This design comes from an exercise in tuning for a short achievable clock period and few clock cycles on the open sky130 flow, not from production work. Function not checked in this run: the RTL went through the layout flow alone.

==> design/flow/design.v <==
`default_nettype none
`default_nettype wire
`timescale 1ns/1ps
`default_nettype none
module byte_insert (
	input logic [4-1:0] sel_index,
	input logic [16-1:0] write_data,
	input logic [128-1:0] input_data,
	input logic [1:0] mem_byte_enable,
	output logic [128-1:0] output_data
	);
logic [6:0] lo_pos;
logic [6:0] hi_pos;
assign lo_pos = {sel_index[3:1], 4'h0};
assign hi_pos = {sel_index[3:1], 4'h8};
always_comb begin
	output_data = input_data;
	if (mem_byte_enable[0]) begin
		output_data[lo_pos +: 8] = write_data[7:0];
	end
	if (mem_byte_enable[1]) begin
		output_data[hi_pos +: 8] = write_data[16-1:8];
	end
end
endmodule
`default_nettype wire
`timescale 1ns/1ps
`default_nettype none
module set_sweep_counter (
	input wire logic clk,
	input wire logic rst_n,
	input wire logic sweep_start,
	output logic [3-1:0] sweep_index,
	output logic sweep_last
	);
logic [3-1:0] count;
always_ff @(posedge clk) begin
	if (!rst_n) begin
		count <= '0;
	end else if (sweep_start) begin
		count <= count + 1'b1;
	end
end
assign sweep_index = count;
assign sweep_last = (count == {3{1'b1}});  
endmodule
`default_nettype wire
`timescale 1ns/1ps
`default_nettype none
module cache_control (
	input wire logic clk,
	input wire logic rst_n,
	output logic ctrl_load_data,
	output logic ctrl_load_tag,
	output logic ctrl_set_dirty,
	output logic ctrl_clear_dirty,
	output logic ctrl_fill_select,
	output logic ctrl_wb_select,
	output logic ctrl_sweep_en,
	input wire logic ctrl_hit,
	input wire logic ctrl_dirty,
	input wire logic mem_read,
	input wire logic mem_write,
	input wire logic pmem_resp,
	input wire logic sweep_last,
	output logic sweep_start,
	output logic mem_resp,
	output logic pmem_read,
	output logic pmem_write
	);
typedef enum logic [2:0] {
	INIT,
	IDLE,
	WRITEBACK,
	FILL,
	RESPOND
} cache_state_t;
cache_state_t state;
cache_state_t next_state;
always_ff @(posedge clk) begin
	if (!rst_n) begin
		state <= INIT;
	end else begin
		state <= next_state;
	end
end
always_comb begin
	next_state = state;
	ctrl_load_data = 1'b0;
	ctrl_load_tag = 1'b0;
	ctrl_set_dirty = 1'b0;
	ctrl_clear_dirty = 1'b0;
	ctrl_fill_select = 1'b0;
	ctrl_wb_select = 1'b0;
	ctrl_sweep_en = 1'b0;
	sweep_start = 1'b0;
	mem_resp = 1'b0;
	pmem_read = 1'b0;
	pmem_write = 1'b0;
	case (state)
		INIT: begin
			sweep_start = 1'b1;
			ctrl_sweep_en = 1'b1;
			if (sweep_last) begin
				next_state = IDLE;
			end
		end
		IDLE: begin
			if (mem_read || mem_write) begin
				if (ctrl_hit) begin
					next_state = RESPOND;
					if (mem_write) begin
						ctrl_load_data = 1'b1;  
						ctrl_set_dirty = 1'b1;
					end
				end else if (ctrl_dirty) begin
					next_state = WRITEBACK;
				end else begin
					next_state = FILL;
				end
			end
		end
		WRITEBACK: begin
			pmem_write = 1'b1;
			ctrl_wb_select = 1'b1;  
			if (pmem_resp) begin
				next_state = FILL;
			end
		end
		FILL: begin
			pmem_read = 1'b1;
			ctrl_fill_select = 1'b1;
			if (pmem_resp) begin
				ctrl_load_data = 1'b1;
				ctrl_load_tag = 1'b1;
				ctrl_clear_dirty = 1'b1;
				next_state = IDLE;  
			end
		end
		RESPOND: begin
			mem_resp = 1'b1;
			next_state = IDLE;
		end
		default: begin
			next_state = INIT;
		end
	endcase
end
endmodule
`default_nettype wire
`timescale 1ns/1ps
`default_nettype none
module cache_datapath (
	input wire logic clk,
	input wire logic ctrl_load_data,
	input wire logic ctrl_load_tag,
	input wire logic ctrl_set_dirty,
	input wire logic ctrl_clear_dirty,
	input wire logic ctrl_fill_select,
	input wire logic ctrl_wb_select,
	input wire logic ctrl_sweep_en,
	input logic [3-1:0] ctrl_sweep_index,
	output logic ctrl_hit,
	output logic ctrl_dirty,
	input logic [16-1:0] mem_address,
	input logic [16-1:0] mem_wdata,
	input logic [1:0] mem_byte_enable,
	input logic [128-1:0] pmem_rdata,
	output logic [16-1:0] mem_rdata,
	output logic [9+3-1:0] pmem_address,
	output logic [128-1:0] pmem_wdata
	);
logic [128-1:0] data_array [8];
logic [9-1:0] tag_array [8];
logic valid_array [8];
logic dirty_array [8];
logic [9-1:0] req_tag;
logic [3-1:0] index;
logic [4-1:0] offset;
logic [128-1:0] line_out;
logic [128-1:0] merged_line;
logic [128-1:0] line_in;
logic [9-1:0] stored_tag;
assign offset = mem_address[4-1:0];
assign index = mem_address[4 +: 3];
assign req_tag = mem_address[16-1 -: 9];
assign line_out = data_array[index];
assign stored_tag = tag_array[index];
byte_insert merge (
	.sel_index(offset),
	.write_data(mem_wdata),
	.input_data(line_out),
	.mem_byte_enable(mem_byte_enable),
	.output_data(merged_line)
);
assign line_in = ctrl_fill_select ? pmem_rdata : merged_line;
always_ff @(posedge clk) begin
	if (ctrl_sweep_en) begin
		valid_array[ctrl_sweep_index] <= 1'b0;
		dirty_array[ctrl_sweep_index] <= 1'b0;
	end else begin
		if (ctrl_load_data) begin
			data_array[index] <= line_in;
		end
		if (ctrl_load_tag) begin
			tag_array[index] <= req_tag;
			valid_array[index] <= 1'b1;
		end
		if (ctrl_set_dirty) begin
			dirty_array[index] <= 1'b1;
		end else if (ctrl_clear_dirty) begin
			dirty_array[index] <= 1'b0;
		end
	end
end
assign ctrl_hit = valid_array[index] && (stored_tag == req_tag);
assign ctrl_dirty = valid_array[index] && dirty_array[index];  
assign mem_rdata = line_out[{offset[3:1], 4'h0} +: 16];
assign pmem_address = ctrl_wb_select ? {stored_tag, index} : {req_tag, index};
assign pmem_wdata = line_out;
endmodule
`default_nettype wire
`timescale 1ns/1ps
`default_nettype none
module lc3b_cache (
	input wire logic clk,
	input wire logic rst_n,
	input wire logic mem_read,
	input wire logic mem_write,
	input logic [16-1:0] mem_address,
	input logic [16-1:0] mem_wdata,
	input logic [1:0] mem_byte_enable,
	output logic [16-1:0] mem_rdata,
	output logic mem_resp,
	output logic pmem_read,
	output logic pmem_write,
	output logic [9+3-1:0] pmem_address,
	output logic [128-1:0] pmem_wdata,
	input logic [128-1:0] pmem_rdata,
	input wire logic pmem_resp
	);
logic sweep_start;
logic sweep_last;
logic ctrl_load_data;
logic ctrl_load_tag;
logic ctrl_set_dirty;
logic ctrl_clear_dirty;
logic ctrl_fill_select;
logic ctrl_wb_select;
logic ctrl_sweep_en;
logic ctrl_hit;
logic ctrl_dirty;
logic [3-1:0] ctrl_sweep_index;
cache_control control (
	.clk(clk),
	.rst_n(rst_n),
	.ctrl_load_data(ctrl_load_data),
	.ctrl_load_tag(ctrl_load_tag),
	.ctrl_set_dirty(ctrl_set_dirty),
	.ctrl_clear_dirty(ctrl_clear_dirty),
	.ctrl_fill_select(ctrl_fill_select),
	.ctrl_wb_select(ctrl_wb_select),
	.ctrl_sweep_en(ctrl_sweep_en),
	.ctrl_hit(ctrl_hit),
	.ctrl_dirty(ctrl_dirty),
	.mem_read(mem_read),
	.mem_write(mem_write),
	.pmem_resp(pmem_resp),
	.sweep_last(sweep_last),
	.sweep_start(sweep_start),
	.mem_resp(mem_resp),
	.pmem_read(pmem_read),
	.pmem_write(pmem_write)
);
set_sweep_counter sweep_counter (
	.clk(clk),
	.rst_n(rst_n),
	.sweep_start(sweep_start),
	.sweep_index(ctrl_sweep_index),
	.sweep_last(sweep_last)
);
cache_datapath datapath (
	.clk(clk),
	.ctrl_load_data(ctrl_load_data),
	.ctrl_load_tag(ctrl_load_tag),
	.ctrl_set_dirty(ctrl_set_dirty),
	.ctrl_clear_dirty(ctrl_clear_dirty),
	.ctrl_fill_select(ctrl_fill_select),
	.ctrl_wb_select(ctrl_wb_select),
	.ctrl_sweep_en(ctrl_sweep_en),
	.ctrl_sweep_index(ctrl_sweep_index),
	.ctrl_hit(ctrl_hit),
	.ctrl_dirty(ctrl_dirty),
	.mem_address(mem_address),
	.mem_wdata(mem_wdata),
	.mem_byte_enable(mem_byte_enable),
	.pmem_rdata(pmem_rdata),
	.mem_rdata(mem_rdata),
	.pmem_address(pmem_address),
	.pmem_wdata(pmem_wdata)
);
endmodule
`default_nettype wire
==> design/flow/run.sh <==
#!/bin/bash
# synth_recipe.tcl (not shown) runs the flow's synth.tcl, then flattens the netlist and writes it again
# the make line also repeats each setting of config.mk as NAME=value (left out here)
make -C /OpenROAD-flow-scripts/flow DESIGN_CONFIG=/design/flow/config.mk WORK_HOME=/design/flow/orfs CLKGATE_MAP_FILE= SYNTH_SCRIPT=/design/flow/synth_recipe.tcl finish
==> design/flow/config.mk <==
export PLATFORM = sky130hd
export DESIGN_NAME = lc3b_cache
export DESIGN_NICKNAME = lc3b_cache
export VERILOG_FILES = /design/flow/design.v
export SDC_FILE = /design/flow/constraint.sdc
export NUM_CORES = 4
export LEC_CHECK = 0
export CAP_MARGIN = 20
export CORE_MARGIN = 2
export CORE_UTILIZATION = 40
export SLEW_MARGIN = 20
==> design/flow/constraint.sdc <==
create_clock -name core_clock -period 7.0 [get_ports {clk}]
set_input_delay 1.4000 -clock core_clock [delete_from_list [all_inputs] [get_ports {clk}]]
set_output_delay 1.4000 -clock core_clock [all_outputs]
set_load 0.01 [all_outputs]
==> run summary <==
-- worst min path at each step --
stage / start / to / slack (ps)
final: control.state[0] / control.state[0] / 610
after global routing: control.state[0] / control.state[0] / 650
after CTS: control.state[0] / control.state[0] / 620
after detailed placement: control.state[0] / control.state[0] / 600
after global placement: control.state[0] / control.state[0] / 590
after floorplan: sweep_counter.count[1] / sweep_counter.count[1] / 570
-- report_power, final --
group,switching (W),internal [W],total (W)
Clock,0.00256,0.00338,0.00595
Sequential,0.00000700,0.00748,0.00748
Combinational,0.000960,0.000584,0.00154
-- through the flow --
| stage | worst slack (ps) | instance area (µm²) | instances | util, % |
|---|---|---|---|---|
| global route | 489.6 | 56140 | 4876 | 48.44 |
| global placement | 635.1 | 52530 | 4666 | 45.32 |
| detailed placement | 622.1 | 52530 | 4666 | 45.32 |
| CTS | 618.5 | 56130 | 4873 | 48.43 |
| floorplan | -1960 | 46610 | 2844 | - |
| finish | 495.8 | 56150 | 4879 | 48.45 |
-- flip-flops by register name, summed over array words and instances (netlist names) --
name / flops
control.state: 3
sweep_counter.count: 3
datapath.dirty_array: 8
datapath.valid_array: 8
datapath.tag_array: 72
datapath.data_array: 1024
-- area by class of cell --
class / count / share of cell area [%]
sequential: 1118 / 59.68
clock inverter: 70 / 1.250
tap: 1524 / 3.396
multi-input combinational: 1486 / 21.38
antenna: 4 / 0.01783
timing repair buffer: 493 / 8.790
clock buffer: 137 / 5.158
inverter: 47 / 0.3231
-- Yosys cell counts, types with 6 or more instances --
master / n / share of area [%]
a221oi_1: 198 / 3.7
edfxtp_1: 1112 / 72
o21ai_0: 36 / 0.39
o22a_1: 15 / 0.28
mux2_2: 59 / 1.4
inv_1: 42 / 0.34
nor3_1: 8 / 0.086
mux2_1: 10 / 0.24
o21ai_1: 13 / 0.14
mux2i_1: 148 / 3.2
ha_1: 10 / 0.27
o22ai_1: 53 / 0.71
o221ai_1: 46 / 0.86
buf_2: 53 / 0.57
a21oi_1: 72 / 0.77
buf_1: 20 / 0.16
o21a_1: 24 / 0.39
buf_4: 22 / 0.35
nor2_1: 293 / 2.4
a22oi_1: 55 / 0.89
a221oi_2: 6 / 0.19
nand2_1: 183 / 1.5
nand3_1: 19 / 0.20
dfxtp_1: 6 / 0.26
a32oi_1: 6 / 0.11
buf_6: 18 / 0.44
clkbuf_1: 78 / 0.63
nor2b_1: 16 / 0.21
mux4_2: 122 / 5.9
a22o_1: 28 / 0.53
-- worst reg2reg max path, cell delays in order (launching register included) --
cell and delay (ps):
dfxtp_1 490, inv_1 100, nor2_1 300, nand2_4 510, clkinv_2 130, buf_4 520
nand2_1 470, inv_1 460, a31oi_2 280, buf_4 330, nor2_4 560, buf_4 400
-- cell families (layout without fill, tap and decap cells) --
logic type	Yosys count	after routing	share of synthesized area, %
DFF	1118	1118	71.93
AOI/OAI and AO/OA	579	579	9.472
and+or+nand+nor	553	553	4.888
muxes	339	339	10.74
buffers and inverters	240	747	2.602
adders and majority gates	10	10	0.2686
xor gates and xnor gates	5	5	0.09399
other	0	4	0
-- routing by layer --
metal	vias to the layer above	track usage, %	wire (µm)
li1	12366	-	-
met1	15495	37.84	64710
met2	1915	38.09	69570
met3	272	6.159	18480
met4	8	8.888	5387
met5	-	0	48
==> results.json <==
{
  "start_util_pct": 40.20,
  "wl_per_cell_um": 32.42,
  "leakagePower_nw": 18.69,
  "finalPower_w": 0.01497,
  "finalSetupTns_ps": 0,
  "period_needed_ps": 6504,
  "whs_path_depth": 2,
  "antenna_found_initial": 13,
  "reg2reg_to": "datapath.data_array[2][83]",
  "r2r-start": "control.state[0]",
  "maxCapViolCount": 0,
  "rows": 125,
  "netlist_area_mm2": 0.04659,
  "coreArea_mm2": 0.1159,
  "drt-total-wl_mm": 158.2,
  "cp_data_required_time_ps": 5600,
  "cp.depth": 8,
  "final_nets": 3435,
  "drive_gt1_share_pct": 16.68,
  "regArea_mm2": 0.03351,
  "ys_warn_count": 4,
  "drc": 0,
  "crit_chain": "buf_8 > buf_4 > nand2b_1 > buf_4 > o221ai_1 > mux4_2 > mux2_2 > clkdlybuf4s50_1",
  "timing.hold.ws_ps": 613.3,
  "final_max_slew_viol_count": 0,
  "clk_latency_ps": 720,
  "cts.sinks": 1118,
  "crit_end": "mem_rdata[3]",
  "hold_buffers": 0,
  "setup_viol": 0,
  "seq_area_frac_synth_pct": 71.93,
  "die-height_um": 345.3,
  "grt_pass1_vias": 28397,
  "rsz0062_at_grt": "no",
  "multi_input_area_mm2": 0.01201,
  "synthArstFlopShare_pct": 0,
  "status": "no timing/DRC/antenna violations",
  "yosys.cell_types.count": 63,
  "clk_pin_slew_worst_paths_ps": 60,
  "area_delta_synth_final_pct": 20.52,
  "cts_made_buffers": 112,
  "critical-path-top-delay-family": "buffers and inverters",
  "dr_total_vias": 30056,
  "syn_inst": 2844,
  "port_buffers": 324,
  "ir_worst_vdd_v": 0.0001875,
  "syn_nets": 3021,
  "slowest_stage": "o221ai_1",
  "max_freq_mhz": 153.7,
  "ys_ff_latch": 1118,
  "r2r_slack_ps": 2110,
  "setup.worst_path.start_class": "primary input",
  "cts_tree": "built",
  "final_common_cell": "edfxtp_1",
  "max_stage_delay_ps": 950,
  "drt_iter0_markers": 3891,
  "first_pass_iters": 6,
  "grt_pass1_wl_mm": 220.3,
  "fin_skew_ps": 39.57,
  "postSynthAreaPerCell_um2": 16.38,
  "gp_congestion": 0.9256,
  "crit_buf_inv": 4,
  "final_cell_mix": "1112 x edfxtp_1, 317 x clkdlybuf4s50_1, 285 x nor2_1",
  "finalCritPeriodShare_pct": 92.92,
  "die_w_um": 345.3,
  "die_area_mm2": 0.1192,
  "cp-end-kind": "output pin",
  "worstPathArrival_ps": 5100,
  "grt_use_total_pct": 25.93,
  "p_per_area_mw_per_mm2": 266.6,
  "nFillCells": 9801,
  "postCtsSetupBuffers": 0,
  "max_slew_margin_pct": 15.55,
  "worst_hold_path_type": "reg -> reg",
  "cts_repair_resize_count": 0,
  "rr_worst_depth": 11,
  "synth_edf_count": 1112,
  "worstSetupStartpoint": "mem_address[4]",
  "cts_root_buffer": "clkbuf_16",
  "htreeDepth": 3,
  "path_class": "in -> out",
  "grt_max_degree": 90,
  "via_per_inst": 6.160,
  "postRouteAntennaNets": 0,
  "synth_flop_cell": "edfxtp_1",
  "worst_pin_slew_ps": 1262,
  "cpMostUsedCell": "buf_4",
  "cp_max_fo": 42,
  "pin_count": 326,
  "hold_viol_final": 0,
  "gr-total-overflow": 0,
  "ctsLongestPathBuffers": 3,
  "hpwl_mm": 103.1
}

==> afterwards: timing with drivers on the ports <==
The flow's constraints put no driver on any port. The routed layout listed below was extracted and timed again, unchanged, in two steps.
Step 1, drivers: a clkbuf_16 drives clk and a buf_2 each remaining input, both assumed.
Step 2 moves the port delays by t, midway between the first and last clock arrival at a register: inputs arrive t later, outputs are due t later. That takes back most of the time a late clock gives input paths.
Three values: ideal ports, drivers, drivers and shift; two values: the first two.
shift t [ns]: 0.782
setup WS [ns]: 0.496 / 0.444 / 0.444
hold WS [ns]: 0.613 / 0.613 / 0.613
clock arrival spread, ns: 0.043 / 0.042
cell pins on the clock port's net: 1
After both steps this run still meets setup and hold. The setup slack of this run moves by -0.052 ns with the drivers and by -0.052 ns with both steps.
